Context: an optimization exercise on an open-source flow, tuned for small area, a short achievable clock period and few clock cycles per item. The choices shown serve that exercise and are no tape-out recipe.
Function was checked by simulation only, so behaviour that the tests miss may differ from the original.
Power and IR drop assume default switching activity.

run 1:
Design alu_exec_top, start of the top module:
module alu_exec_top (
  input  logic                           in_clk,
  input  logic                           in_rst,
  input  logic [alu_pkg::APB_ADDR_W-1:0] paddr_i,
  input  logic                           psel_i,
  input  logic                           penable_i,
  input  logic                           pwrite_i,
  input  logic [alu_pkg::XLEN-1:0]       pwdata_i,
  output logic [alu_pkg::XLEN-1:0]       prdata_o,
  output logic                           pready_o,
  output logic                           pslverr_o
);
  localparam int W = alu_pkg::XLEN;
  logic [alu_pkg::CTL_W-1:0]       dec_ctl;
  logic                           dec_use_imm;
  logic                           dec_lui;
  logic                           dec_illegal;
  logic [alu_pkg::CTL_W-1:0]       ctl;
  logic                           use_imm;
  logic                           lui;
  logic                           access;
  logic [alu_pkg::REG_ADDR_W-1:0] raddr_s;
  logic [alu_pkg::REG_ADDR_W-1:0] rs2;
  logic [alu_pkg::REG_ADDR_W-1:0] wreg;
  logic [alu_pkg::REG_ADDR_W-1:0] raddr;
  logic                           bus_we;
  logic                           alu_go;
  logic [W-1:0]                   rf_rdata;
  logic [W-1:0]                   port;
  logic [W-1:0]                   imm;
  logic [W-1:0]                   opa_q;
  logic [W-1:0]                   opb_q;
  logic [W-1:0]                   result;
  alu_decoder u_decoder (
    .instr_i   (pwdata_i),
    .ctl_o     (dec_ctl),
    .use_imm_o (dec_use_imm),
    .lui_o     (dec_lui),
    .illegal_o (dec_illegal)
  );
  alu_apb_slave u_apb_slave (
    .in_clk    (in_clk),
    .in_rst    (in_rst),
  ...
For scale: ~3400 cells after synthesis, about 83 I/O pins, ~49000 um2 of cells after synthesis.
clock: 8.0 ns
lec_check: 0
cap_margin: 20
cell_pad_in_sites_detail_placement: 1
cell_pad_in_sites_global_placement: 2
core_margin: 2
core_utilization: 40
cts_buf_list: sky130_fd_sc_hd__clkbuf_8
cts_cluster_diameter: 50
cts_cluster_size: 16
place_density: 0.6
setup_slack_margin: 5
slew_margin: 20
tns_end_percent: 5
run.sh (not shown) runs the stock make flow with config.mk's settings and CLKGATE_MAP_FILE= SYNTH_SCRIPT=/design/flow/synth_recipe.tcl, a recipe that flattens the netlist after the stock synthesis.
Testbench counts of run 1, summed over its fixed seeds: cycles 49,008, transfers 24,504.
--- input diff run 1..run 2 ---
-- flow/config.mk --
<<< run 1, line 7
export LEC_CHECK = 0
export CAP_MARGIN = 20
>>> run 2, line 7
export LEC_CHECK = 0
export ABC_AREA = 1
export CAP_MARGIN = 20
<<< run 1, line 16
export PLACE_DENSITY = 0.6
export SETUP_SLACK_MARGIN = 5
export SLEW_MARGIN = 20
export TNS_END_PERCENT = 5
>>> run 2, line 17
export PLACE_DENSITY = 0.6
export SETUP_SLACK_MARGIN = 4
export SLEW_MARGIN = 20
Findings:
Compared with run 1, in run 2 clock skew after layout went down, count of inverters not on the clock network in the layout went up. Relative to run 1, met3 routed wirelength decreased by 24% in run 2. DRC violation total after the first TritonRoute iteration went down by more than 10% going from run 1 to run 2. [compare] base=run 1 new=run 2: wire length went up, antenna cell count went up, fill cell instance count of the final layout went up, register-to-register slack went up. Going from run 1 to run 2, transition at the pin with the smallest max-transition slack fell by 0.048 ns, total power -about 3%, met3 layer usage reported by global route went down by 0.89 points.
Changes in run 3 relative to run 2:
-- flow/config.mk --
<<< run 2, line 7
export LEC_CHECK = 0
export ABC_AREA = 1
export CAP_MARGIN = 20
>>> run 3, line 7
export LEC_CHECK = 0
export CAP_MARGIN = 20
<<< run 2, line 12
export CORE_MARGIN = 2
export CORE_UTILIZATION = 40
export CTS_BUF_LIST = sky130_fd_sc_hd__clkbuf_8
>>> run 3, line 11
export CORE_MARGIN = 2
export CORE_UTILIZATION = 47
export CTS_BUF_LIST = sky130_fd_sc_hd__clkbuf_8
<<< run 2, line 16
export CTS_CLUSTER_SIZE = 16
export PLACE_DENSITY = 0.6
export SETUP_SLACK_MARGIN = 4
>>> run 3, line 15
export CTS_CLUSTER_SIZE = 16
export PLACE_DENSITY = 0.65
export SETUP_SLACK_MARGIN = 4
[summary]
Run 2 and run 3 all finish clean.
Compared with run 2, total standard cell area after synthesis in run 3 decreased by a few percent.
simple AND/OR/NAND/NOR gates as the largest family of logic cells by synthesized area was reported by run 2, and compound AO/OA/AOI/OAI gates by run 3.
The signed area change from the synthesized netlist to the final layout of run 3 exceeds that of run 2 by 2.0 points.
~same area of all sequential standard cells in run 2 and run 3
Looking at final cell utilization of the core, run 3 sits 9.3 points higher than run 2 does.
For run 4, these inputs were changed with respect to run 3:
==> flow/flow/run.sh (new file) <==
#!/bin/bash
# The standard layout with extra ORFS settings on make's command line
set -euo pipefail
bash standard.sh 'BUFFER_PORTS_ARGS=-buffer_cell sky130_fd_sc_hd__buf_4' finish > make_finish.log 2>&1
==> flow/standard.sh (new file) <==
#!/bin/bash
# synth_recipe.tcl (not shown) runs the flow's synth.tcl, then flattens the netlist and writes it again
# the make line also repeats each setting of config.mk as NAME=value (left out here)
make -C /OpenROAD-flow-scripts/flow DESIGN_CONFIG=/design/flow/config.mk WORK_HOME=/design/flow/orfs CLKGATE_MAP_FILE= SYNTH_SCRIPT=/design/flow/synth_recipe.tcl "${@:-finish}"
-- flow/config.mk --
<<< run 3, line 11
export CORE_MARGIN = 2
export CORE_UTILIZATION = 47
export CTS_BUF_LIST = sky130_fd_sc_hd__clkbuf_8
>>> run 4, line 11
export CORE_MARGIN = 2
export CORE_UTILIZATION = 40
export CTS_BUF_LIST = sky130_fd_sc_hd__clkbuf_8
<<< run 3, line 15
export CTS_CLUSTER_SIZE = 16
export PLACE_DENSITY = 0.65
export SETUP_SLACK_MARGIN = 4
>>> run 4, line 15
export CTS_CLUSTER_SIZE = 16
export PLACE_DENSITY = 0.6
export SETUP_SLACK_MARGIN = 4
removed: flow/run.sh
### Flow results
- Having completed the whole flow, run 4 delivered a layout that passed the timing, DRC and antenna checks.
- On net switching share of the total power, run 4 and run 3 are neck and neck.
- Taking run 3 as the reference point, the final critical path time including I/O delays and setup of run 4 rises by 0.052 ns.
- Compare run 4 and run 3 | critical path depth higher: run 4
- Re worst path setup slack after routing: run 4 and run 3 aren't equal, and the lower value belongs to run 4.
- Delta (run 4 minus run 3): total power draw up about 3.5%, clock skew flat, core utilization down 7.1 points.

afterwards: timing with drivers on the ports:
In the flow no input, the clock included, has a driving cell. The finished layouts below were timed again as built, in two steps.
Step 1, drivers: a clkbuf_16 drives in_clk and a buf_2 each remaining input, both assumed.
Step 2 adds t to the input delays and takes it off the output delays; t is the mean of the earliest and latest rising clock arrival at the registers after step 1. Input paths then give back, and output paths get back, about the clock's delay inside the block.
Three values: ideal ports, drivers, drivers and shift; two values: the first two.
run	shift t [ns]	setup WS [ns]	worst setup path after step 2	latest minus earliest clock arrival (ns)
run 1	0.922	3.998 / 3.894 / 2.972	input to register	0.121 / 0.121
run 2	0.931	4.011 / 3.959 / 3.132	input to register	0.077 / 0.076
run 3	0.848	3.911 / 3.911 / 3.108	input to register	0.065 / 0.064
run 4	0.896	3.860 / 3.874 / 2.978	input to register	0.062 / 0.062
After both steps every run listed still meets setup and hold. For run 1, which loses most, drivers alone change the setup slack by -0.104 ns; drivers and shift together by -1.026 ns.
